Source: an optimization exercise on an open RTL-to-GDS flow (aim: small area and a short achievable clock period). Production flows keep margins and buffers that such runs may drop. Function was not checked in any run shown here: the RTL went through the layout flow alone. Power and IR drop assume default switching activity.

## flow/design.v (module list and top-level ports; edited modules follow where they fit)
// module mult_top: 1322 lines
// module mult_fa: 10 lines
// module mult_bsel: 10 lines
// module mult_xnor: 7 lines
// module mult_or: 7 lines
// module mult_hai: 9 lines
// module mult_ha: 9 lines
module mult_top (
    input  logic               clk,
    input  logic               reset,
    input  logic               in_valid,
    input  mult_pkg::operand_t a,
    input  mult_pkg::operand_t b,
    output logic               out_valid,
    output mult_pkg::product_u product
);
  // ...
==> flow/flow/run.sh <==
#!/bin/bash
# Own layout flow: the standard layout (standard.sh, with its unchanged
# synthesis) plus a few extra ORFS make settings from flow/extra.txt, one
# VAR=value per line. Each step's full output goes to a log in this folder.
set -euo pipefail
EXTRA=()
while IFS= read -r l; do
  [[ -n "$l" && "$l" != \#* ]] && EXTRA+=("$l")
done < flow/extra.txt
# standard.sh passes its knobs on make's command line; ours go after them
sed 's#"${@:-finish}"#"${EXTRA[@]}" "${@:-finish}"#' standard.sh > own_standard.sh
( set -- synth; source ./own_standard.sh ) > synth.log 2>&1
( set -- finish; source ./own_standard.sh ) > layout.log 2>&1
test -f out/final.def
==> flow/flow/extra.txt <==
# port buffers: a plain buffer instead of the delay buffer buffer_ports picks
BUFFER_PORTS_ARGS=-buffer_cell sky130_fd_sc_hd__buf_2
==> flow/standard.sh <==
#!/bin/bash
# synth_recipe.tcl (not shown) runs the flow's synth.tcl, then flattens the netlist and writes it again
# the make line also repeats each setting of config.mk as NAME=value (left out here)
make -C /OpenROAD-flow-scripts/flow DESIGN_CONFIG=/design/flow/config.mk WORK_HOME=/design/flow/orfs CLKGATE_MAP_FILE= SYNTH_SCRIPT=/design/flow/synth_recipe.tcl "${@:-finish}"
==> flow/config.mk <==
export PLATFORM = sky130hd
export DESIGN_NAME = mult_top
export DESIGN_NICKNAME = mult_top
export VERILOG_FILES = /design/flow/design.v
export SDC_FILE = /design/flow/constraint.sdc
export NUM_CORES = 4
export LEC_CHECK = 0
export CAP_MARGIN = 20
export CORE_MARGIN = 2
export CORE_UTILIZATION = 40
export CTS_BUF_LIST = sky130_fd_sc_hd__clkbuf_4 sky130_fd_sc_hd__clkbuf_8
export PLACE_DENSITY = 0.6
export SETUP_SLACK_MARGIN = 5
export SLEW_MARGIN = 20
export SYNTH_HIERARCHICAL = 1
==> flow/constraint.sdc <==
create_clock -name core_clock -period 8.0 [get_ports {clk}]
set_input_delay 1.6000 -clock core_clock [delete_from_list [all_inputs] [get_ports {clk}]]
set_output_delay 1.6000 -clock core_clock [all_outputs]
set_load 0.01 [all_outputs]
==> results.txt, run 1 <==
- CP bufs+invs: 3
- P_sw: 2.08 mW
- Combinational Power Share: between 60% and 70%
- Nonclk inv count: 15
- CTS tree: done
- Critical Path Fanout Max: 5
- CP peak stage delay: approximately 0.54 ns
- Metal3 WL: between 1.5 and 2 mm
- Most flop-heavy register: product
- R2r startpoint: b_r[14]$_DFF_P_
- Aggregate routed wire length: between 20 and 30 mm
- Switch share: 47.0%
- WHS Endpoint: product[5]$_SDFFE_PP0P_
- Top Consumer: combinational logic
- Synth Area in XOR/XNOR: around 2.8%
- Crit path from: b_r[14]$_DFF_P_
- Crit Path Class: register to register
- Signal buffers: between 100 and 150
- Synth cell count leaders: 277 x nand2_1, 198 x fa_1, 137 x dfxtp_1
- Compound-Gate Fraction of Synth Area: about 8%
- Critical Path Sink: m1_18_2$_DFF_P_
- Startpoint Class: register
- Clock power share: between 10% and 20%
- Seq group: 1.02 mW
- Diodes inserted: 0
- Comb pwr: 2.78 mW
- Fill cells: between 2000 and 2500
- Clk root buf: clkbuf_8
- Seq Cell Count: approximately 140
- Most frequent cell on the critical path: fa_2
- Pleak: between 4 and 5 nW
- WP data arrival: approximately 3.5 ns
- Outcome: timing/DRC/antenna clean
- Fraction of area in multi-input gates: 61.3%
- Vias per cell: approximately 5
- H-tree levels: 4
- Post-route minimum period: approximately 3.1 ns
==> run 2: changes to the inputs <==
--- a/flow/design.v
+++ b/flow/design.v
@@ -15,17 +15,18 @@
     input  logic               reset,
     input  logic               in_valid,
     input  mult_pkg::operand_t a,
     input  mult_pkg::operand_t b,
     output logic               out_valid,
     output mult_pkg::product_u product
 );
     logic [15:0] a_r, b_r;
-    logic [2:1] v;
+    logic [3:1] v;
+    logic [3:1] z;
     logic [31:0] sum_w;
     logic pp_0_0;
     logic pp_0_1;
     logic pp_0_2;
     logic pp_0_3;
     logic pp_0_4;
     logic pp_0_5;
     logic pp_0_6;
@@ -693,92 +694,206 @@
     logic s413;
     logic c414;
     logic s415;
     logic c416;
     logic s417;
     logic c418;
     logic s419;
     logic c420;
+    logic m1_0_0;
+    logic m1_1_0;
+    logic m1_1_1;
+    logic m1_2_0;
+    logic m1_2_1;
+    logic m1_2_2;
+    logic m1_3_0;
+    logic m1_3_1;
+    logic m1_3_2;
+    logic m1_3_3;
+    logic m1_4_0;
+    logic m1_4_1;
+    logic m1_4_2;
+    logic m1_4_3;
+    logic m1_5_0;
+    logic m1_5_1;
+    logic m1_5_2;
+    logic m1_5_3;
+    logic m1_6_0;
+    logic m1_6_1;
+    logic m1_6_2;
+    logic m1_6_3;
+    logic m1_7_0;
+    logic m1_7_1;
+    logic m1_7_2;
+    logic m1_7_3;
     logic m1_8_0;
     logic m1_8_1;
     logic m1_8_2;
     logic m1_8_3;
     logic m1_9_0;
     logic m1_9_1;
     logic m1_9_2;
+    logic m1_9_3;
     logic m1_10_0;
     logic m1_10_1;
     logic m1_10_2;
+    logic m1_10_3;
     logic m1_11_0;
     logic m1_11_1;
     logic m1_11_2;
+    logic m1_11_3;
     logic m1_12_0;
     logic m1_12_1;
     logic m1_12_2;
+    logic m1_12_3;
     logic m1_13_0;
     logic m1_13_1;
     logic m1_13_2;
+    logic m1_13_3;
     logic m1_14_0;
     logic m1_14_1;
     logic m1_14_2;
+    logic m1_14_3;
     logic m1_15_0;
     logic m1_15_1;
     logic m1_15_2;
+    logic m1_15_3;
     logic m1_16_0;
     logic m1_16_1;
     logic m1_16_2;
+    logic m1_16_3;
     logic m1_17_0;
     logic m1_17_1;
     logic m1_17_2;
+    logic m1_17_3;
     logic m1_18_0;
     logic m1_18_1;
     logic m1_18_2;
+    logic m1_18_3;
     logic m1_19_0;
     logic m1_19_1;
     logic m1_19_2;
+    logic m1_19_3;
     logic m1_20_0;
     logic m1_20_1;
     logic m1_20_2;
+    logic m1_20_3;
     logic m1_21_0;
     logic m1_21_1;
     logic m1_21_2;
+    logic m1_21_3;
     logic m1_22_0;
     logic m1_22_1;
     logic m1_22_2;
+    logic m1_22_3;
     logic m1_23_0;
     logic m1_23_1;
     logic m1_23_2;
+    logic m1_23_3;
     logic m1_24_0;
     logic m1_24_1;
     logic m1_24_2;
+    logic m1_24_3;
     logic m1_25_0;
     logic m1_25_1;
     logic m1_25_2;
+    logic m1_25_3;
     logic m1_26_0;
+    logic m1_26_1;
+    logic m1_26_2;
+    logic m1_26_3;
     logic m1_27_0;
+    logic m1_27_1;
+    logic m1_27_2;
+    logic m1_27_3;
     logic m1_28_0;
+    logic m1_28_1;
+    logic m1_28_2;
+    logic m1_28_3;
     logic m1_29_0;
+    logic m1_29_1;
     logic m1_30_0;
-    logic m1_31_0;
-    logic [8:0] lo_w, lo_q;
-    logic [9:0] lo_t;
-    logic [6:0] hb_t;
-    logic [24:0] hi_w;
+    logic m2_0_0;
+    logic m2_1_0;
+    logic m2_1_1;
+    logic m2_2_0;
+    logic m2_2_1;
+    logic m2_3_0;
+    logic m2_3_1;
+    logic m2_4_0;
+    logic m2_4_1;
+    logic m2_5_0;
+    logic m2_5_1;
+    logic m2_6_0;
+    logic m2_6_1;
+    logic m2_7_0;
+    logic m2_7_1;
+    logic m2_8_0;
+    logic m2_8_1;
+    logic m2_9_0;
+    logic m2_9_1;
+    logic m2_10_0;
+    logic m2_10_1;
+    logic m2_11_0;
+    logic m2_11_1;
+    logic m2_12_0;
+    logic m2_12_1;
+    logic m2_13_0;
+    logic m2_13_1;
+    logic m2_14_0;
+    logic m2_14_1;
+    logic m2_15_0;
+    logic m2_15_1;
+    logic m2_16_0;
+    logic m2_16_1;
+    logic m2_17_0;
+    logic m2_17_1;
+    logic m2_18_0;
+    logic m2_18_1;
+    logic m2_19_0;
+    logic m2_19_1;
+    logic m2_20_0;
+    logic m2_20_1;
+    logic m2_21_0;
+    logic m2_21_1;
+    logic m2_22_0;
+    logic m2_22_1;
+    logic m2_23_0;
+    logic m2_23_1;
+    logic m2_24_0;
+    logic m2_24_1;
+    logic m2_25_0;
+    logic m2_25_1;
+    logic m2_26_0;
+    logic m2_26_1;
+    logic m2_27_0;
+    logic m2_27_1;
+    logic m2_28_0;
+    logic m2_28_1;
+    logic m2_29_0;
+    logic m2_29_1;
+    logic m2_30_0;
+    logic m2_30_1;
     always_ff @(posedge clk) begin
-        a_r <= a;
-        b_r <= b;
+        if (in_valid) begin
+            a_r <= a;
+            b_r <= b;
+        end
     end
     always_ff @(posedge clk) begin
         if (reset) begin
             v         <= '0;
+            z         <= '1;
             out_valid <= 1'b0;
         end else begin
-            v         <= {v[1:1], in_valid};
-            out_valid <= v[2];
+            v         <= {v[2:1], in_valid};
+            z[1]      <= z[1] & ~in_valid;
+            z[3:2] <= z[2:1];
+            out_valid <= v[3];
         end
     end
     assign pp_0_0 = ~(a_r[0] & b_r[0]);
     assign pp_0_1 = ~(a_r[0] & b_r[1]);
     assign pp_0_2 = ~(a_r[0] & b_r[2]);
     assign pp_0_3 = ~(a_r[0] & b_r[3]);
     assign pp_0_4 = ~(a_r[0] & b_r[4]);
     assign pp_0_5 = ~(a_r[0] & b_r[5]);
@@ -1027,46 +1142,38 @@
     assign pp_15_8 = ~(a_r[15] & b_r[8]);
     assign pp_15_9 = ~(a_r[15] & b_r[9]);
     assign pp_15_10 = ~(a_r[15] & b_r[10]);
     assign pp_15_11 = ~(a_r[15] & b_r[11]);
     assign pp_15_12 = ~(a_r[15] & b_r[12]);
     assign pp_15_13 = ~(a_r[15] & b_r[13]);
     assign pp_15_14 = ~(a_r[15] & b_r[14]);
     assign pp_15_15 = ~(a_r[15] & b_r[15]);
-    mult_xnor u_s1 (.x(pp_0_13), .y(pp_1_12), .s(s1));
-    mult_or u_c2 (.x(pp_0_13), .y(pp_1_12), .c(c2));
+    mult_hai u_s1 (.x(pp_0_13), .y(pp_1_12), .s(s1), .c(c2));
     mult_fa u_s3 (.x(pp_0_14), .y(pp_1_13), .z(pp_2_12), .s(s3), .c(c4));
-    mult_xnor u_s5 (.x(pp_3_11), .y(pp_4_10), .s(s5));
-    mult_or u_c6 (.x(pp_3_11), .y(pp_4_10), .c(c6));
+    mult_hai u_s5 (.x(pp_3_11), .y(pp_4_10), .s(s5), .c(c6));
     mult_fa u_s7 (.x(pp_0_15), .y(pp_1_14), .z(pp_2_13), .s(s7), .c(c8));
     mult_fa u_s9 (.x(pp_3_12), .y(pp_4_11), .z(pp_5_10), .s(s9), .c(c10));
-    mult_xnor u_s11 (.x(pp_6_9), .y(pp_7_8), .s(s11));
-    mult_or u_c12 (.x(pp_6_9), .y(pp_7_8), .c(c12));
+    mult_hai u_s11 (.x(pp_6_9), .y(pp_7_8), .s(s11), .c(c12));
     mult_fa u_s13 (.x(pp_1_15), .y(pp_2_14), .z(pp_3_13), .s(s13), .c(c14));
     mult_fa u_s15 (.x(pp_4_12), .y(pp_5_11), .z(pp_6_10), .s(s15), .c(c16));
-    mult_xnor u_s17 (.x(pp_7_9), .y(pp_8_8), .s(s17));
-    mult_or u_c18 (.x(pp_7_9), .y(pp_8_8), .c(c18));
+    mult_hai u_s17 (.x(pp_7_9), .y(pp_8_8), .s(s17), .c(c18));
     mult_fa u_s19 (.x(pp_2_15), .y(pp_3_14), .z(pp_4_13), .s(s19), .c(c20));
     mult_fa u_s21 (.x(pp_5_12), .y(pp_6_11), .z(pp_7_10), .s(s21), .c(c22));
     mult_fa u_s23 (.x(pp_3_15), .y(pp_4_14), .z(pp_5_13), .s(s23), .c(c24));
-    mult_xnor u_s25 (.x(pp_0_9), .y(pp_1_8), .s(s25));
-    mult_or u_c26 (.x(pp_0_9), .y(pp_1_8), .c(c26));
+    mult_hai u_s25 (.x(pp_0_9), .y(pp_1_8), .s(s25), .c(c26));
     mult_fa u_s27 (.x(pp_0_10), .y(pp_1_9), .z(pp_2_8), .s(s27), .c(c28));
-    mult_xnor u_s29 (.x(pp_3_7), .y(pp_4_6), .s(s29));
-    mult_or u_c30 (.x(pp_3_7), .y(pp_4_6), .c(c30));
+    mult_hai u_s29 (.x(pp_3_7), .y(pp_4_6), .s(s29), .c(c30));
     mult_fa u_s31 (.x(pp_0_11), .y(pp_1_10), .z(pp_2_9), .s(s31), .c(c32));
     mult_fa u_s33 (.x(pp_3_8), .y(pp_4_7), .z(pp_5_6), .s(s33), .c(c34));
-    mult_xnor u_s35 (.x(pp_6_5), .y(pp_7_4), .s(s35));
-    mult_or u_c36 (.x(pp_6_5), .y(pp_7_4), .c(c36));
+    mult_hai u_s35 (.x(pp_6_5), .y(pp_7_4), .s(s35), .c(c36));
     mult_fa u_s37 (.x(pp_0_12), .y(pp_1_11), .z(pp_2_10), .s(s37), .c(c38));
     mult_fa u_s39 (.x(pp_3_9), .y(pp_4_8), .z(pp_5_7), .s(s39), .c(c40));
     mult_fa u_s41 (.x(pp_6_6), .y(pp_7_5), .z(pp_8_4), .s(s41), .c(c42));
-    mult_xnor u_s43 (.x(pp_9_3), .y(pp_10_2), .s(s43));
-    mult_or u_c44 (.x(pp_9_3), .y(pp_10_2), .c(c44));
+    mult_hai u_s43 (.x(pp_9_3), .y(pp_10_2), .s(s43), .c(c44));
     mult_fa u_s45 (.x(pp_2_11), .y(pp_3_10), .z(pp_4_9), .s(s45), .c(c46));
     mult_fa u_s47 (.x(pp_5_8), .y(pp_6_7), .z(pp_7_6), .s(s47), .c(c48));
     mult_fa u_s49 (.x(pp_8_5), .y(pp_9_4), .z(pp_10_3), .s(s49), .c(c50));
     mult_fa u_s51 (.x(pp_11_2), .y(pp_12_1), .z(pp_13_0), .s(s51), .c(c52));
     mult_fa u_s53 (.x(pp_5_9), .y(pp_6_8), .z(pp_7_7), .s(s53), .c(c54));
     mult_fa u_s55 (.x(pp_8_6), .y(pp_9_5), .z(pp_10_4), .s(s55), .c(c56));
     mult_fa u_s57 (.x(pp_11_3), .y(pp_12_2), .z(pp_13_1), .s(s57), .c(c58));
     mult_fa u_s59 (.x(pp_14_0), .y(c2), .z(s5), .s(s59), .c(c60));
@@ -1091,25 +1198,22 @@
     mult_fa u_s97 (.x(pp_10_9), .y(pp_11_8), .z(pp_12_7), .s(s97), .c(c98));
     mult_fa u_s99 (.x(pp_13_6), .y(pp_14_5), .z(pp_15_4), .s(s99), .c(c100));
     mult_fa u_s101 (.x(pp_5_15), .y(pp_6_14), .z(pp_7_13), .s(s101), .c(c102));
     mult_fa u_s103 (.x(pp_8_12), .y(pp_9_11), .z(pp_10_10), .s(s103), .c(c104));
     mult_fa u_s105 (.x(pp_11_9), .y(pp_12_8), .z(pp_13_7), .s(s105), .c(c106));
     mult_fa u_s107 (.x(pp_6_15), .y(pp_7_14), .z(pp_8_13), .s(s107), .c(c108));
     mult_fa u_s109 (.x(pp_9_12), .y(pp_10_11), .z(pp_11_10), .s(s109), .c(c110));
     mult_fa u_s111 (.x(pp_7_15), .y(pp_8_14), .z(pp_9_13), .s(s111), .c(c112));
-    mult_xnor u_s113 (.x(pp_0_6), .y(pp_1_5), .s(s113));
-    mult_or u_c114 (.x(pp_0_6), .y(pp_1_5), .c(c114));
+    mult_hai u_s113 (.x(pp_0_6), .y(pp_1_5), .s(s113), .c(c114));
     mult_fa u_s115 (.x(pp_0_7), .y(pp_1_6), .z(pp_2_5), .s(s115), .c(c116));
-    mult_xnor u_s117 (.x(pp_3_4), .y(pp_4_3), .s(s117));
-    mult_or u_c118 (.x(pp_3_4), .y(pp_4_3), .c(c118));
+    mult_hai u_s117 (.x(pp_3_4), .y(pp_4_3), .s(s117), .c(c118));
     mult_fa u_s119 (.x(pp_0_8), .y(pp_1_7), .z(pp_2_6), .s(s119), .c(c120));
     mult_fa u_s121 (.x(pp_3_5), .y(pp_4_4), .z(pp_5_3), .s(s121), .c(c122));
-    mult_xnor u_s123 (.x(pp_6_2), .y(pp_7_1), .s(s123));
-    mult_or u_c124 (.x(pp_6_2), .y(pp_7_1), .c(c124));
+    mult_hai u_s123 (.x(pp_6_2), .y(pp_7_1), .s(s123), .c(c124));
     mult_fa u_s125 (.x(pp_2_7), .y(pp_3_6), .z(pp_4_5), .s(s125), .c(c126));
     mult_fa u_s127 (.x(pp_5_4), .y(pp_6_3), .z(pp_7_2), .s(s127), .c(c128));
     mult_fa u_s129 (.x(pp_8_1), .y(pp_9_0), .z(s25), .s(s129), .c(c130));
     mult_fa u_s131 (.x(pp_5_5), .y(pp_6_4), .z(pp_7_3), .s(s131), .c(c132));
     mult_fa u_s133 (.x(pp_8_2), .y(pp_9_1), .z(pp_10_0), .s(s133), .c(c134));
     mult_fa u_s135 (.x(c26), .y(s29), .z(s27), .s(s135), .c(c136));
     mult_fa u_s137 (.x(pp_8_3), .y(pp_9_2), .z(pp_10_1), .s(s137), .c(c138));
     mult_fa u_s139 (.x(pp_11_0), .y(c30), .z(s35), .s(s139), .c(c140));
@@ -1148,21 +1252,19 @@
     mult_fa u_s205 (.x(pp_13_9), .y(pp_14_8), .z(pp_15_7), .s(s205), .c(c206));
     mult_fa u_s207 (.x(c108), .y(c110), .z(s111), .s(s207), .c(c208));
     mult_fa u_s209 (.x(pp_8_15), .y(pp_9_14), .z(pp_10_13), .s(s209), .c(c210));
     mult_fa u_s211 (.x(pp_11_12), .y(pp_12_11), .z(pp_13_10), .s(s211), .c(c212));
     mult_fa u_s213 (.x(pp_14_9), .y(pp_15_8), .z(c112), .s(s213), .c(c214));
     mult_fa u_s215 (.x(pp_9_15), .y(pp_10_14), .z(pp_11_13), .s(s215), .c(c216));
     mult_fa u_s217 (.x(pp_12_12), .y(pp_13_11), .z(pp_14_10), .s(s217), .c(c218));
     mult_fa u_s219 (.x(pp_10_15), .y(pp_11_14), .z(pp_12_13), .s(s219), .c(c220));
-    mult_xnor u_s221 (.x(pp_0_4), .y(pp_1_3), .s(s221));
-    mult_or u_c222 (.x(pp_0_4), .y(pp_1_3), .c(c222));
+    mult_hai u_s221 (.x(pp_0_4), .y(pp_1_3), .s(s221), .c(c222));
     mult_fa u_s223 (.x(pp_0_5), .y(pp_1_4), .z(pp_2_3), .s(s223), .c(c224));
-    mult_xnor u_s225 (.x(pp_3_2), .y(pp_4_1), .s(s225));
-    mult_or u_c226 (.x(pp_3_2), .y(pp_4_1), .c(c226));
+    mult_hai u_s225 (.x(pp_3_2), .y(pp_4_1), .s(s225), .c(c226));
     mult_fa u_s227 (.x(pp_2_4), .y(pp_3_3), .z(pp_4_2), .s(s227), .c(c228));
     mult_fa u_s229 (.x(pp_5_1), .y(pp_6_0), .z(s113), .s(s229), .c(c230));
     mult_fa u_s231 (.x(pp_5_2), .y(pp_6_1), .z(pp_7_0), .s(s231), .c(c232));
     mult_fa u_s233 (.x(c114), .y(s117), .z(s115), .s(s233), .c(c234));
     mult_fa u_s235 (.x(pp_8_0), .y(c118), .z(s123), .s(s235), .c(c236));
     mult_fa u_s237 (.x(c116), .y(s119), .z(s121), .s(s237), .c(c238));
     mult_fa u_s239 (.x(c124), .y(c120), .z(c122), .s(s239), .c(c240));
     mult_fa u_s241 (.x(s125), .y(s127), .z(s129), .s(s241), .c(c242));
@@ -1196,181 +1298,264 @@
     mult_fa u_s297 (.x(s211), .y(s213), .z(c208), .s(s297), .c(c298));
     mult_fa u_s299 (.x(pp_15_9), .y(c210), .z(c212), .s(s299), .c(c300));
     mult_fa u_s301 (.x(s215), .y(s217), .z(c214), .s(s301), .c(c302));
     mult_fa u_s303 (.x(pp_13_12), .y(pp_14_11), .z(pp_15_10), .s(s303), .c(c304));
     mult_fa u_s305 (.x(c216), .y(c218), .z(s219), .s(s305), .c(c306));
     mult_fa u_s307 (.x(pp_11_15), .y(pp_12_14), .z(pp_13_13), .s(s307), .c(c308));
     mult_fa u_s309 (.x(pp_14_12), .y(pp_15_11), .z(c220), .s(s309), .c(c310));
     mult_fa u_s311 (.x(pp_12_15), .y(pp_13_14), .z(pp_14_13), .s(s311), .c(c312));
-    mult_xnor u_s313 (.x(pp_0_3), .y(pp_1_2), .s(s313));
-    mult_or u_c314 (.x(pp_0_3), .y(pp_1_2), .c(c314));
-    mult_fa u_s315 (.x(pp_2_2), .y(pp_3_1), .z(pp_4_0), .s(s315), .c(c316));
-    mult_fa u_s317 (.x(pp_5_0), .y(c222), .z(s225), .s(s317), .c(c318));
-    mult_fa u_s319 (.x(c226), .y(c224), .z(s227), .s(s319), .c(c320));
-    mult_fa u_s321 (.x(c228), .y(s231), .z(c230), .s(s321), .c(c322));
-    mult_fa u_s323 (.x(c232), .y(s235), .z(c234), .s(s323), .c(c324));
-    mult_fa u_s325 (.x(c236), .y(s239), .z(c238), .s(s325), .c(c326));
-    mult_fa u_s327 (.x(c240), .y(s243), .z(c242), .s(s327), .c(c328));
-    mult_fa u_s329 (.x(c244), .y(s247), .z(c246), .s(s329), .c(c330));
-    mult_fa u_s331 (.x(c248), .y(s251), .z(c250), .s(s331), .c(c332));
-    mult_fa u_s333 (.x(c252), .y(c254), .z(s255), .s(s333), .c(c334));
-    mult_fa u_s335 (.x(c256), .y(c258), .z(s259), .s(s335), .c(c336));
-    mult_fa u_s337 (.x(c260), .y(s263), .z(c262), .s(s337), .c(c338));
-    mult_fa u_s339 (.x(c264), .y(s267), .z(c266), .s(s339), .c(c340));
-    mult_fa u_s341 (.x(c268), .y(s271), .z(c270), .s(s341), .c(c342));
-    mult_fa u_s343 (.x(c272), .y(s275), .z(c274), .s(s343), .c(c344));
-    mult_fa u_s345 (.x(c276), .y(s279), .z(c278), .s(s345), .c(c346));
-    mult_fa u_s347 (.x(c280), .y(s283), .z(s285), .s(s347), .c(c348));
-    mult_fa u_s349 (.x(s287), .y(c284), .z(s289), .s(s349), .c(c350));
-    mult_fa u_s351 (.x(s291), .y(c288), .z(c290), .s(s351), .c(c352));
-    mult_fa u_s353 (.x(s295), .y(c292), .z(c294), .s(s353), .c(c354));
-    mult_fa u_s355 (.x(c296), .y(s299), .z(s301), .s(s355), .c(c356));
-    mult_fa u_s357 (.x(s303), .y(c300), .z(s305), .s(s357), .c(c358));
-    mult_fa u_s359 (.x(c304), .y(s307), .z(s309), .s(s359), .c(c360));
-    mult_fa u_s361 (.x(pp_15_12), .y(c308), .z(s311), .s(s361), .c(c362));
-    mult_fa u_s363 (.x(pp_13_15), .y(pp_14_14), .z(pp_15_13), .s(s363), .c(c364));
-    mult_xnor u_s365 (.x(pp_0_2), .y(pp_1_1), .s(s365));
-    mult_or u_c366 (.x(pp_0_2), .y(pp_1_1), .c(c366));
-    mult_fa u_s367 (.x(pp_2_1), .y(pp_3_0), .z(s313), .s(s367), .c(c368));
-    mult_fa u_s369 (.x(c314), .y(s221), .z(s315), .s(s369), .c(c370));
-    mult_fa u_s371 (.x(c316), .y(s223), .z(s317), .s(s371), .c(c372));
-    mult_fa u_s373 (.x(c318), .y(s229), .z(s319), .s(s373), .c(c374));
-    mult_fa u_s375 (.x(c320), .y(s233), .z(s321), .s(s375), .c(c376));
-    assign lo_t = {1'b0, c374, c372, c370, c368, c366, pp_2_0, pp_0_1, pp_0_0, 1'b1} + {1'b0, s375, s373, s371, s369, s367, s365, pp_1_0, 1'b1, 1'b1};
-    assign lo_w = lo_t[9:1];
-    mult_fa u_s377 (.x(c306), .y(s359), .z(c358), .s(s377), .c(c378));
-    mult_fa u_s379 (.x(c310), .y(s361), .z(c360), .s(s379), .c(c380));
-    mult_fa u_s381 (.x(c312), .y(s363), .z(c362), .s(s381), .c(c382));
-    mult_fa u_s383 (.x(pp_14_15), .y(pp_15_14), .z(c364), .s(s383), .c(c384));
-    assign hb_t = {1'b1, pp_15_15, s383, s381, s379, s377, 1'b1} + {1'b1, c384, c382, c380, c378, 1'b1, 1'b1};
-    mult_fa u_s385 (.x(m1_8_0), .y(m1_8_1), .z(m1_8_2), .s(s385), .c(c386));
-    mult_fa u_s387 (.x(m1_9_0), .y(m1_9_1), .z(m1_9_2), .s(s387), .c(c388));
-    mult_fa u_s389 (.x(m1_10_0), .y(m1_10_1), .z(m1_10_2), .s(s389), .c(c390));
-    mult_fa u_s391 (.x(m1_11_0), .y(m1_11_1), .z(m1_11_2), .s(s391), .c(c392));
-    mult_fa u_s393 (.x(m1_12_0), .y(m1_12_1), .z(m1_12_2), .s(s393), .c(c394));
-    mult_fa u_s395 (.x(m1_13_0), .y(m1_13_1), .z(m1_13_2), .s(s395), .c(c396));
-    mult_fa u_s397 (.x(m1_14_0), .y(m1_14_1), .z(m1_14_2), .s(s397), .c(c398));
-    mult_fa u_s399 (.x(m1_15_0), .y(m1_15_1), .z(m1_15_2), .s(s399), .c(c400));
-    mult_fa u_s401 (.x(m1_16_0), .y(m1_16_1), .z(m1_16_2), .s(s401), .c(c402));
-    mult_fa u_s403 (.x(m1_17_0), .y(m1_17_1), .z(m1_17_2), .s(s403), .c(c404));
-    mult_fa u_s405 (.x(m1_18_0), .y(m1_18_1), .z(m1_18_2), .s(s405), .c(c406));
-    mult_fa u_s407 (.x(m1_19_0), .y(m1_19_1), .z(m1_19_2), .s(s407), .c(c408));
-    mult_fa u_s409 (.x(m1_20_0), .y(m1_20_1), .z(m1_20_2), .s(s409), .c(c410));
-    mult_fa u_s411 (.x(m1_21_0), .y(m1_21_1), .z(m1_21_2), .s(s411), .c(c412));
-    mult_fa u_s413 (.x(m1_22_0), .y(m1_22_1), .z(m1_22_2), .s(s413), .c(c414));
-    mult_fa u_s415 (.x(m1_23_0), .y(m1_23_1), .z(m1_23_2), .s(s415), .c(c416));
-    mult_fa u_s417 (.x(m1_24_0), .y(m1_24_1), .z(m1_24_2), .s(s417), .c(c418));
-    mult_fa u_s419 (.x(m1_25_0), .y(m1_25_1), .z(m1_25_2), .s(s419), .c(c420));
-    assign hi_w = {m1_31_0, m1_30_0, m1_29_0, m1_28_0, m1_27_0, m1_26_0, c418, c416, c414, c412, c410, c408, c406, c404, c402, c400, c398, c396, c394, c392, c390, c388, c386, m1_8_3, lo_q[8]} + {1'b1, 1'b1, 1'b1, 1'b1, 1'b1, c420, s419, s417, s415, s413, s411, s409, s407, s405, s403, s401, s399, s397, s395, s393, s391, s389, s387, s385, lo_q[8]};
-    assign sum_w[7:0] = ~lo_q[7:0];
-    assign sum_w[31:8] = ~hi_w[24:1];
+    mult_hai u_s313 (.x(m1_3_0), .y(m1_3_1), .s(s313), .c(c314));
+    mult_fa u_s315 (.x(m1_4_0), .y(m1_4_1), .z(m1_4_2), .s(s315), .c(c316));
+    mult_fa u_s317 (.x(m1_5_0), .y(m1_5_1), .z(m1_5_2), .s(s317), .c(c318));
+    mult_fa u_s319 (.x(m1_6_0), .y(m1_6_1), .z(m1_6_2), .s(s319), .c(c320));
+    mult_fa u_s321 (.x(m1_7_0), .y(m1_7_1), .z(m1_7_2), .s(s321), .c(c322));
+    mult_fa u_s323 (.x(m1_8_0), .y(m1_8_1), .z(m1_8_2), .s(s323), .c(c324));
+    mult_fa u_s325 (.x(m1_9_0), .y(m1_9_1), .z(m1_9_2), .s(s325), .c(c326));
+    mult_fa u_s327 (.x(m1_10_0), .y(m1_10_1), .z(m1_10_2), .s(s327), .c(c328));
+    mult_fa u_s329 (.x(m1_11_0), .y(m1_11_1), .z(m1_11_2), .s(s329), .c(c330));
+    mult_fa u_s331 (.x(m1_12_0), .y(m1_12_1), .z(m1_12_2), .s(s331), .c(c332));
+    mult_fa u_s333 (.x(m1_13_0), .y(m1_13_1), .z(m1_13_2), .s(s333), .c(c334));
+    mult_fa u_s335 (.x(m1_14_0), .y(m1_14_1), .z(m1_14_2), .s(s335), .c(c336));
+    mult_fa u_s337 (.x(m1_15_0), .y(m1_15_1), .z(m1_15_2), .s(s337), .c(c338));
+    mult_fa u_s339 (.x(m1_16_0), .y(m1_16_1), .z(m1_16_2), .s(s339), .c(c340));
+    mult_fa u_s341 (.x(m1_17_0), .y(m1_17_1), .z(m1_17_2), .s(s341), .c(c342));
+    mult_fa u_s343 (.x(m1_18_0), .y(m1_18_1), .z(m1_18_2), .s(s343), .c(c344));
+    mult_fa u_s345 (.x(m1_19_0), .y(m1_19_1), .z(m1_19_2), .s(s345), .c(c346));
+    mult_fa u_s347 (.x(m1_20_0), .y(m1_20_1), .z(m1_20_2), .s(s347), .c(c348));
+    mult_fa u_s349 (.x(m1_21_0), .y(m1_21_1), .z(m1_21_2), .s(s349), .c(c350));
+    mult_fa u_s351 (.x(m1_22_0), .y(m1_22_1), .z(m1_22_2), .s(s351), .c(c352));
+    mult_fa u_s353 (.x(m1_23_0), .y(m1_23_1), .z(m1_23_2), .s(s353), .c(c354));
+    mult_fa u_s355 (.x(m1_24_0), .y(m1_24_1), .z(m1_24_2), .s(s355), .c(c356));
+    mult_fa u_s357 (.x(m1_25_0), .y(m1_25_1), .z(m1_25_2), .s(s357), .c(c358));
+    mult_fa u_s359 (.x(m1_26_0), .y(m1_26_1), .z(m1_26_2), .s(s359), .c(c360));
+    mult_fa u_s361 (.x(m1_27_0), .y(m1_27_1), .z(m1_27_2), .s(s361), .c(c362));
+    mult_fa u_s363 (.x(m1_28_0), .y(m1_28_1), .z(m1_28_2), .s(s363), .c(c364));
+    mult_hai u_s365 (.x(m1_2_0), .y(m1_2_1), .s(s365), .c(c366));
+    mult_fa u_s367 (.x(m1_3_2), .y(m1_3_3), .z(s313), .s(s367), .c(c368));
+    mult_fa u_s369 (.x(m1_4_3), .y(c314), .z(s315), .s(s369), .c(c370));
+    mult_fa u_s371 (.x(m1_5_3), .y(c316), .z(s317), .s(s371), .c(c372));
+    mult_fa u_s373 (.x(m1_6_3), .y(c318), .z(s319), .s(s373), .c(c374));
+    mult_fa u_s375 (.x(m1_7_3), .y(c320), .z(s321), .s(s375), .c(c376));
+    mult_fa u_s377 (.x(m1_8_3), .y(c322), .z(s323), .s(s377), .c(c378));
+    mult_fa u_s379 (.x(m1_9_3), .y(c324), .z(s325), .s(s379), .c(c380));
+    mult_fa u_s381 (.x(m1_10_3), .y(c326), .z(s327), .s(s381), .c(c382));
+    mult_fa u_s383 (.x(m1_11_3), .y(c328), .z(s329), .s(s383), .c(c384));
+    mult_fa u_s385 (.x(m1_12_3), .y(c330), .z(s331), .s(s385), .c(c386));
+    mult_fa u_s387 (.x(m1_13_3), .y(c332), .z(s333), .s(s387), .c(c388));
+    mult_fa u_s389 (.x(m1_14_3), .y(c334), .z(s335), .s(s389), .c(c390));
+    mult_fa u_s391 (.x(m1_15_3), .y(c336), .z(s337), .s(s391), .c(c392));
+    mult_fa u_s393 (.x(m1_16_3), .y(c338), .z(s339), .s(s393), .c(c394));
+    mult_fa u_s395 (.x(m1_17_3), .y(c340), .z(s341), .s(s395), .c(c396));
+    mult_fa u_s397 (.x(m1_18_3), .y(c342), .z(s343), .s(s397), .c(c398));
+    mult_fa u_s399 (.x(m1_19_3), .y(c344), .z(s345), .s(s399), .c(c400));
+    mult_fa u_s401 (.x(m1_20_3), .y(c346), .z(s347), .s(s401), .c(c402));
+    mult_fa u_s403 (.x(m1_21_3), .y(c348), .z(s349), .s(s403), .c(c404));
+    mult_fa u_s405 (.x(m1_22_3), .y(c350), .z(s351), .s(s405), .c(c406));
+    mult_fa u_s407 (.x(m1_23_3), .y(c352), .z(s353), .s(s407), .c(c408));
+    mult_fa u_s409 (.x(m1_24_3), .y(c354), .z(s355), .s(s409), .c(c410));
+    mult_fa u_s411 (.x(m1_25_3), .y(c356), .z(s357), .s(s411), .c(c412));
+    mult_fa u_s413 (.x(m1_26_3), .y(c358), .z(s359), .s(s413), .c(c414));
+    mult_fa u_s415 (.x(m1_27_3), .y(c360), .z(s361), .s(s415), .c(c416));
+    mult_fa u_s417 (.x(m1_28_3), .y(c362), .z(s363), .s(s417), .c(c418));
+    mult_fa u_s419 (.x(m1_29_0), .y(m1_29_1), .z(c364), .s(s419), .c(c420));
+    assign sum_w = ~({1'b1, m2_30_0, m2_29_0, m2_28_0, m2_27_0, m2_26_0, m2_25_0, m2_24_0, m2_23_0, m2_22_0, m2_21_0, m2_20_0, m2_19_0, m2_18_0, m2_17_0, m2_16_0, m2_15_0, m2_14_0, m2_13_0, m2_12_0, m2_11_0, m2_10_0, m2_9_0, m2_8_0, m2_7_0, m2_6_0, m2_5_0, m2_4_0, m2_3_0, m2_2_0, m2_1_0, m2_0_0} + {1'b1, m2_30_1, m2_29_1, m2_28_1, m2_27_1, m2_26_1, m2_25_1, m2_24_1, m2_23_1, m2_22_1, m2_21_1, m2_20_1, m2_19_1, m2_18_1, m2_17_1, m2_16_1, m2_15_1, m2_14_1, m2_13_1, m2_12_1, m2_11_1, m2_10_1, m2_9_1, m2_8_1, m2_7_1, m2_6_1, m2_5_1, m2_4_1, m2_3_1, m2_2_1, m2_1_1, 1'b1} + 32'd1);
+    always_ff @(posedge clk) begin
+        m1_0_0 <= pp_0_0;
+        m1_1_0 <= pp_0_1;
+        m1_1_1 <= pp_1_0;
+        m1_2_0 <= pp_0_2;
+        m1_2_1 <= pp_1_1;
+        m1_2_2 <= pp_2_0;
+        m1_3_0 <= pp_0_3;
+        m1_3_1 <= pp_1_2;
+        m1_3_2 <= pp_2_1;
+        m1_3_3 <= pp_3_0;
+        m1_4_0 <= pp_2_2;
+        m1_4_1 <= pp_3_1;
+        m1_4_2 <= pp_4_0;
+        m1_4_3 <= s221;
+        m1_5_0 <= pp_5_0;
+        m1_5_1 <= c222;
+        m1_5_2 <= s225;
+        m1_5_3 <= s223;
+        m1_6_0 <= c226;
+        m1_6_1 <= c224;
+        m1_6_2 <= s227;
+        m1_6_3 <= s229;
+        m1_7_0 <= c228;
+        m1_7_1 <= s231;
+        m1_7_2 <= c230;
+        m1_7_3 <= s233;
+        m1_8_0 <= c232;
+        m1_8_1 <= s235;
+        m1_8_2 <= c234;
+        m1_8_3 <= s237;
+        m1_9_0 <= c236;
+        m1_9_1 <= s239;
+        m1_9_2 <= c238;
+        m1_9_3 <= s241;
+        m1_10_0 <= c240;
+        m1_10_1 <= s243;
+        m1_10_2 <= c242;
+        m1_10_3 <= s245;
+        m1_11_0 <= c244;
+        m1_11_1 <= s247;
+        m1_11_2 <= c246;
+        m1_11_3 <= s249;
+        m1_12_0 <= c248;
+        m1_12_1 <= s251;
+        m1_12_2 <= c250;
+        m1_12_3 <= s253;
+        m1_13_0 <= c252;
+        m1_13_1 <= c254;
+        m1_13_2 <= s255;
+        m1_13_3 <= s257;
+        m1_14_0 <= c256;
+        m1_14_1 <= c258;
+        m1_14_2 <= s259;
+        m1_14_3 <= s261;
+        m1_15_0 <= c260;
+        m1_15_1 <= s263;
+        m1_15_2 <= c262;
+        m1_15_3 <= s265;
+        m1_16_0 <= c264;
+        m1_16_1 <= s267;
+        m1_16_2 <= c266;
+        m1_16_3 <= s269;
+        m1_17_0 <= c268;
+        m1_17_1 <= s271;
+        m1_17_2 <= c270;
+        m1_17_3 <= s273;
+        m1_18_0 <= c272;
+        m1_18_1 <= s275;
+        m1_18_2 <= c274;
+        m1_18_3 <= s277;
+        m1_19_0 <= c276;
+        m1_19_1 <= s279;
+        m1_19_2 <= c278;
+        m1_19_3 <= s281;
+        m1_20_0 <= c280;
+        m1_20_1 <= s283;
+        m1_20_2 <= s285;
+        m1_20_3 <= c282;
+        m1_21_0 <= s287;
+        m1_21_1 <= c284;
+        m1_21_2 <= s289;
+        m1_21_3 <= c286;
+        m1_22_0 <= s291;
+        m1_22_1 <= c288;
+        m1_22_2 <= c290;
+        m1_22_3 <= s293;
+        m1_23_0 <= s295;
+        m1_23_1 <= c292;
+        m1_23_2 <= c294;
+        m1_23_3 <= s297;
+        m1_24_0 <= c296;
+        m1_24_1 <= s299;
+        m1_24_2 <= s301;
+        m1_24_3 <= c298;
+        m1_25_0 <= s303;
+        m1_25_1 <= c300;
+        m1_25_2 <= s305;
+        m1_25_3 <= c302;
+        m1_26_0 <= c304;
+        m1_26_1 <= s307;
+        m1_26_2 <= s309;
+        m1_26_3 <= c306;
+        m1_27_0 <= pp_15_12;
+        m1_27_1 <= c308;
+        m1_27_2 <= s311;
+        m1_27_3 <= c310;
+        m1_28_0 <= pp_13_15;
+        m1_28_1 <= pp_14_14;
+        m1_28_2 <= pp_15_13;
+        m1_28_3 <= c312;
+        m1_29_0 <= pp_14_15;
+        m1_29_1 <= pp_15_14;
+        m1_30_0 <= pp_15_15;
+    end
     always_ff @(posedge clk) begin
-        lo_q <= lo_w;
-        m1_8_0 <= c322;
-        m1_8_1 <= s237;
-        m1_8_2 <= s323;
-        m1_8_3 <= c376;
-        m1_9_0 <= s241;
-        m1_9_1 <= c324;
-        m1_9_2 <= s325;
-        m1_10_0 <= s245;
-        m1_10_1 <= c326;
-        m1_10_2 <= s327;
-        m1_11_0 <= c328;
-        m1_11_1 <= s249;
-        m1_11_2 <= s329;
-        m1_12_0 <= s253;
-        m1_12_1 <= c330;
-        m1_12_2 <= s331;
-        m1_13_0 <= s257;
-        m1_13_1 <= c332;
-        m1_13_2 <= s333;
-        m1_14_0 <= s261;
-        m1_14_1 <= c334;
-        m1_14_2 <= s335;
-        m1_15_0 <= s265;
-        m1_15_1 <= c336;
-        m1_15_2 <= s337;
-        m1_16_0 <= s269;
-        m1_16_1 <= c338;
-        m1_16_2 <= s339;
-        m1_17_0 <= s273;
-        m1_17_1 <= c340;
-        m1_17_2 <= s341;
-        m1_18_0 <= s277;
-        m1_18_1 <= c342;
-        m1_18_2 <= s343;
-        m1_19_0 <= s281;
-        m1_19_1 <= c344;
-        m1_19_2 <= s345;
-        m1_20_0 <= c282;
-        m1_20_1 <= s347;
-        m1_20_2 <= c346;
-        m1_21_0 <= c286;
-        m1_21_1 <= s349;
-        m1_21_2 <= c348;
-        m1_22_0 <= s293;
-        m1_22_1 <= s351;
-        m1_22_2 <= c350;
-        m1_23_0 <= s297;
-        m1_23_1 <= c352;
-        m1_23_2 <= s353;
-        m1_24_0 <= c298;
-        m1_24_1 <= s355;
-        m1_24_2 <= c354;
-        m1_25_0 <= c302;
-        m1_25_1 <= s357;
-        m1_25_2 <= c356;
-        m1_26_0 <= hb_t[1];
-        m1_27_0 <= hb_t[2];
-        m1_28_0 <= hb_t[3];
-        m1_29_0 <= hb_t[4];
-        m1_30_0 <= hb_t[5];
-        m1_31_0 <= hb_t[6];
+        m2_0_0 <= m1_0_0;
+        m2_1_0 <= m1_1_0;
+        m2_1_1 <= m1_1_1;
+        m2_2_0 <= m1_2_2;
+        m2_2_1 <= s365;
+        m2_3_0 <= c366;
+        m2_3_1 <= s367;
+        m2_4_0 <= c368;
+        m2_4_1 <= s369;
+        m2_5_0 <= c370;
+        m2_5_1 <= s371;
+        m2_6_0 <= c372;
+        m2_6_1 <= s373;
+        m2_7_0 <= c374;
+        m2_7_1 <= s375;
+        m2_8_0 <= c376;
+        m2_8_1 <= s377;
+        m2_9_0 <= c378;
+        m2_9_1 <= s379;
+        m2_10_0 <= c380;
+        m2_10_1 <= s381;
+        m2_11_0 <= c382;
+        m2_11_1 <= s383;
+        m2_12_0 <= c384;
+        m2_12_1 <= s385;
+        m2_13_0 <= c386;
+        m2_13_1 <= s387;
+        m2_14_0 <= c388;
+        m2_14_1 <= s389;
+        m2_15_0 <= c390;
+        m2_15_1 <= s391;
+        m2_16_0 <= c392;
+        m2_16_1 <= s393;
+        m2_17_0 <= c394;
+        m2_17_1 <= s395;
+        m2_18_0 <= c396;
+        m2_18_1 <= s397;
+        m2_19_0 <= c398;
+        m2_19_1 <= s399;
+        m2_20_0 <= c400;
+        m2_20_1 <= s401;
+        m2_21_0 <= c402;
+        m2_21_1 <= s403;
+        m2_22_0 <= c404;
+        m2_22_1 <= s405;
+        m2_23_0 <= c406;
+        m2_23_1 <= s407;
+        m2_24_0 <= c408;
+        m2_24_1 <= s409;
+        m2_25_0 <= c410;
+        m2_25_1 <= s411;
+        m2_26_0 <= c412;
+        m2_26_1 <= s413;
+        m2_27_0 <= c414;
+        m2_27_1 <= s415;
+        m2_28_0 <= c416;
+        m2_28_1 <= s417;
+        m2_29_0 <= s419;
+        m2_29_1 <= c418;
+        m2_30_0 <= m1_30_0;
+        m2_30_1 <= c420;
     end
     always_ff @(posedge clk) begin
-        if (reset)         product <= '0;
-        else if (v[2]) product <= sum_w;
+        if (reset || z[3]) product <= '0;
+        else                  product <= sum_w;
     end
 endmodule
 module mult_fa (
     input  logic x,
     input  logic y,
     input  logic z,
     output logic s,
     output logic c
 );
     assign s = x ^ y ^ z;
     assign c = (x & y) | (x & z) | (y & z);
 endmodule
-module mult_bsel (
-    input  logic one,
-    input  logic two,
-    input  logic neg,
-    input  logic a1,
-    input  logic a0,
-    output logic p
-);
-    assign p = ((one & a1) | (two & a0)) ^ neg;
-endmodule
-module mult_xnor (
-    input  logic x,
-    input  logic y,
-    output logic s
-);
-    assign s = ~(x ^ y);
-endmodule
-module mult_or (
-    input  logic x,
-    input  logic y,
-    output logic c
-);
-    assign c = x | y;
-endmodule
 module mult_hai (
     input  logic x,
     input  logic y,
     output logic s,
     output logic c
 );
     assign s = ~(x ^ y);
     assign c = x | y;
==> flow/flow/extra.txt (replaced) <==
# port buffers: a plain buffer instead of the delay buffer buffer_ports picks
BUFFER_PORTS_ARGS=-buffer_cell sky130_fd_sc_hd__buf_2
SETUP_SLACK_MARGIN=5.5
==> flow/config.mk (replaced) <==
export PLATFORM = sky130hd
export DESIGN_NAME = mult_top
export DESIGN_NICKNAME = mult_top
export VERILOG_FILES = /design/flow/design.v
export SDC_FILE = /design/flow/constraint.sdc
export NUM_CORES = 4
export LEC_CHECK = 0
export CAP_MARGIN = 20
export CORE_MARGIN = 2
export CORE_UTILIZATION = 40
export PLACE_DENSITY = 0.6
export SLEW_MARGIN = 20
export SYNTH_HIERARCHICAL = 1
==> run 2 against run 1 <==
Net effect: still clean on timing, DRC and antenna; register-to-register slack improved by 0.37 ns; sequential share of layout area rose by 9.5 points; cell count is 21% higher; flip-flop and latch count increased by 108; non-clock buffer count rose by 45; area after synthesis increased by 25%; core utilization increased by 2.4 points; clock-buffer cell count rose by 19; global-route usage down 1.1 points; die area rose by 24%; first-iteration DRC count up 50%; hold slack worse by 0.079 ns; largest cell class unchanged.
==> results.txt, run 2 <==
- Aggregate routed wire length: 31.0 mm (was 25.4 mm)
- Fin crit share: 34.6% (was 39.2%)
- I/O Buffers: 67 (unchanged)
- Final Hold Vio Count: 0 (unchanged)
- Core footprint: 0.0315 mm2 (was 0.0251 mm2)
- Hold path depth: 0 (was 1)
- First DRT Iteration DRCs: 600 (was 401)
- Register area share after synthesis: 41.1% (was 26.9%)
- Global-route wire length before repair: 49.0 mm (was 40.7 mm)
- HP Start: m1_30_0$_DFF_P_ (was lo_q[5]$_DFF_P_)
- Number of iterations in the first detailed-routing pass: 5 (was 4)
- Die Y: 182 um (was 164 um)
- Main synth FF type: dfxtp_1 (unchanged)
- Largest net degree at the start of global routing: 34 (was 54)
- Synth-to-layout area growth: 22.5% (was 16.2%)
- Worst slew margin: 41.6% (was 36.5%)
- Initial Util: 40.4% (was 40.6%)
- Gate Count Post-Synth: 1139 (was 980)
- Worst-Skew Late Latency: 0.54 ns (was 0.47 ns)
- Final WS setup: 5.23 ns (was 4.87 ns)
- Crit Path Class: register to register (unchanged)
- Dpl hpwl: 21.0 mm (was 18.6 mm)
- CTS Hold Bufs: 0 (unchanged)
- WHS Endpoint: m2_30_0$_DFF_P_ (was product[5]$_SDFFE_PP0P_)
- Via count: 8427 (was 7118)
- Diodes inserted: 0 (unchanged)
- Most flop-heavy register: product (unchanged)
- Post-route minimum period: 2.77 ns (was 3.13 ns)
- Startpoint Class: register (unchanged)
- GRT overflow: 0 (unchanged)
- Row count: 65 (was 58)
- Worst hold path class: register to register (unchanged)
- Area of placed instances: 0.0133 mm2 (was 0.0107 mm2)
- Die extent in x: 182 um (was 164 um)
- Layout cells sized above 1: 23.2% (was 24.1%)
- Syn Nets: 1415 (was 1243)
- Crit path from: b_r[11]$_DFFE_PP_ (was b_r[14]$_DFF_P_)
- H-tree levels: 1 (was 4)
- Reg2reg end: m1_18_3$_DFF_P_ (was m1_18_2$_DFF_P_)
- Max Cap Violations: 0 (unchanged)
- Most common cell in the netlist: nand2_1 (unchanged)
- Final net count: 1538 (was 1311)
- Max VDD drop: 0.171 mV (was 0.195 mV)
- Top cells by area, synth: dfxtp_1 34%, fa_1 31%, nand2_1 8.6% (was fa_1 39%, dfxtp_1 27%, nand2_1 10%)
- Number of flip-flops under the largest register name: 32 (unchanged)
- RSZ-0062 raised after global routing: true (unchanged)
- R2r startpoint: b_r[11]$_DFFE_PP_ (was b_r[14]$_DFF_P_)
- Final core occ: 49.5% (was 47.1%)
- Synth cell count leaders: 291 x nand2_1, 213 x dfxtp_1, 196 x fa_1 (was 277 x nand2_1, 198 x fa_1, 137 x dfxtp_1)
- Place WS: 4.87 ns (was 4.32 ns)
- Clk root buf: clkbuf_16 (was clkbuf_8)
- Most frequent cells in the layout: 273 x nand2_1, 196 x dfxtp_1, 173 x fa_1, 63 x buf_4, 59 x inv_1 (was 269 x nand2_1, 162 x fa_1, 104 x dfxtp_1, 66 x buf_2, 46 x buf_4)
- Reg2reg setup slack: 5.23 ns (was 4.87 ns)
- Slew Limit Fails: 0 (unchanged)
- Worst slew pin tran: 0.876 ns (was 0.952 ns)
- CP Capture Type: register (unchanged)
- Syn Area/Cell: 11.2 um2 (was 10.4 um2)
- Cts bufs inserted: 27 (was 17)
- Clock skew: 0.0192 ns (was 0.0210 ns)
- Reg clk slew, reported paths: 0.06 ns (was 0.10 ns)
- Yosys warns: 7 (unchanged)
- Critical Path Fanout Max: 5 (unchanged)
- Final GP Congestion: 0.853 (was 0.861)
- Clk buf depth: 3 (was 2)
- Per-cell routed wire length: 18.4 um (was 18.3 um)
- Post-synth EDFFs: 32 (was 0)
- Fmax: 0.362 GHz (was 0.319 GHz)
- Area share of the largest cell type after synthesis: 33.5% (was 38.9%)
- Largest area contributor in the netlist: dfxtp_1 (was fa_1)
- Final ANT Viol Nets: 0 (unchanged)
- Clk sink count: 245 (was 137)
- Area occupied by multi-input gates: 0.00717 mm2 (was 0.00726 mm2)
- Vias per cell: 5.00 (was 5.12)
- Setup tns final: 0 ns (unchanged)
- Critical Path RT: 8.42 ns (was 8.41 ns)
- Number of global-route vias before repair: 9008 (was 7616)
- GRT Util Overall: 19.0% (was 20.1%)
- Fill cells: 2760 (was 2398)
- Cell variety after synth: 52 (was 64)
- Outcome: timing/DRC/antenna clean (unchanged)
- Top Registers: product x32, a_r x16, b_r x16 (unchanged)
- FF+latch area: 0.00525 mm2 (was 0.00286 mm2)
- # setup viols final: 0 (unchanged)
- DRC viols: 0 (unchanged)
- WP data arrival: 3.19 ns (was 3.54 ns)
- Final Non-Filler Cells: 1685 (was 1391)
- Ys async rst share: 0% (unchanged)
- Reg2reg path depth: 7 (was 9)
- Num ports: 68 (unchanged)
- Die Footprint: 0.0333 mm2 (was 0.0268 mm2)
- Dpl cells: 1534 (was 1303)
- Most common cell after layout, fill and taps aside: nand2_1 (unchanged)
- Initial antenna violation count: 1 (was 0)
- Pleak: 6.34 nW (was 4.47 nW)
- CTS tree: done (unchanged)
- Post-Syn Area: 0.0127 mm2 (was 0.0102 mm2)
- Finished layout cell area: 0.0156 mm2 (was 0.0118 mm2)
- Seq cells post-synth: 245 (was 137)
- Power Density: 355 mW/mm2 (was 374 mW/mm2)
-- run 2: timing repair --
| action | in CTS | in global routing |
|---|---|---|
| setup endpoints to repair | 87 | 70 |
| resized for setup | 22 | 96 |
| pin swaps | 16 | 38 |
| buffers inserted | 82 | 19 |
-- run 2: worst max-delay path, stage by stage, from the launching register on --
cell and delay, ns:
edfxtp_1 0.57, buf_6 0.15, buf_6 0.10, nand2_2 0.05, fa_2 0.35, fa_2 0.47, fa_2 0.58, fa_1 0.40
-- run 2: power breakdown --
group,switching [mW],internal [mW],total [mW],leakage (nW)
registers,0.159,1.61,1.77,2.10
logic,1.44,1.08,2.52,3.80
clock network,0.501,0.746,1.25,0.441
-- run 2: cell families after synthesis --
logic type,synth area share [%]
muxes,0.472
DFF,41.1
adders and majority gates,35.3
AOI/OAI and AO/OA,5.50
and+or+nand+nor,12.5
xor gates and xnor gates,1.10
buffers and inverters,4.14
-- run 2: per-module statistics from Yosys (local to each module, per instance) --
module | area, um2 | cells | times used
mult_hai | 27.5 | 5 | 15
mult_top | 8410 | 869 | 1
mult_fa | 20.0 | 1 | 195
-- run 2: metal layers --
metal  global-route usage (%)  vias up  share of wire, %
li1                         -     3841                 -
met1                     26.1     4147                45
met2                     30.5      364                45
met3                     3.41       75               6.8
met4                     6.45        0               3.2
met5                        0        -                 0
-- run 2: stage by stage --
stage	total power, mW	hold WS, ns
finish	5.54	0.327
detailed placement	4.12	0.313
CTS	5.48	0.327
global placement	4.08	0.313
global route	5.96	0.334
floorplan	3.42	0.310
-- run 2: cell type report --
class	instances	area share (%)
clock buffers	36	4.94
flip-flops and latches	245	33.6
well taps	402	3.23
clock inverters	14	0.939
multi-input cells	754	46.0
repair buffers	168	9.66
inverters	66	1.60
-- run 2: how the worst max path moves through the flow --
stage	to	slack, ns	depth (start not counted)
after CTS	m1_17_3$_DFF_P_	5.33	5
after detailed placement	product[26]$_SDFF_PP0_	4.87	6
after global routing	m1_17_3$_DFF_P_	5.23	5
after floorplan	m1_16_3$_DFF_P_	5.37	7
final	m1_18_3$_DFF_P_	5.23	7
after global placement	product[30]$_SDFF_PP0_	4.91	5

what the ideal ports hide:
No port has a modelled driver above. Below, the same layouts with a new extraction and two added sets of constraints.
Step 1 assumes that a clkbuf_16 drives the clock port and a buf_2 every other input.
Step 2 adds t to the input delays and takes it off the output delays; t is the mean of the earliest and latest rising clock arrival at the registers after step 1. Input paths then give back, and output paths get back, about the clock's delay inside the block.
Slacks: ideal ports / drivers / drivers and shift; pairs: ideal ports / drivers.
run | t (ns) | slack for setup (ns) | hold slack, ns | pins driven straight from the clock port
run 1 | 0.502 | 4.867 / 4.867 / 4.664 | 0.406 / 0.406 / 0.406 | 1
run 2 | 0.583 | 5.234 / 5.234 / 5.048 | 0.327 / 0.327 / 0.327 | 1
After both steps every run listed still meets setup and hold. For run 1, which loses most, drivers alone change the setup slack by 0.000 ns; drivers and shift together by -0.203 ns.
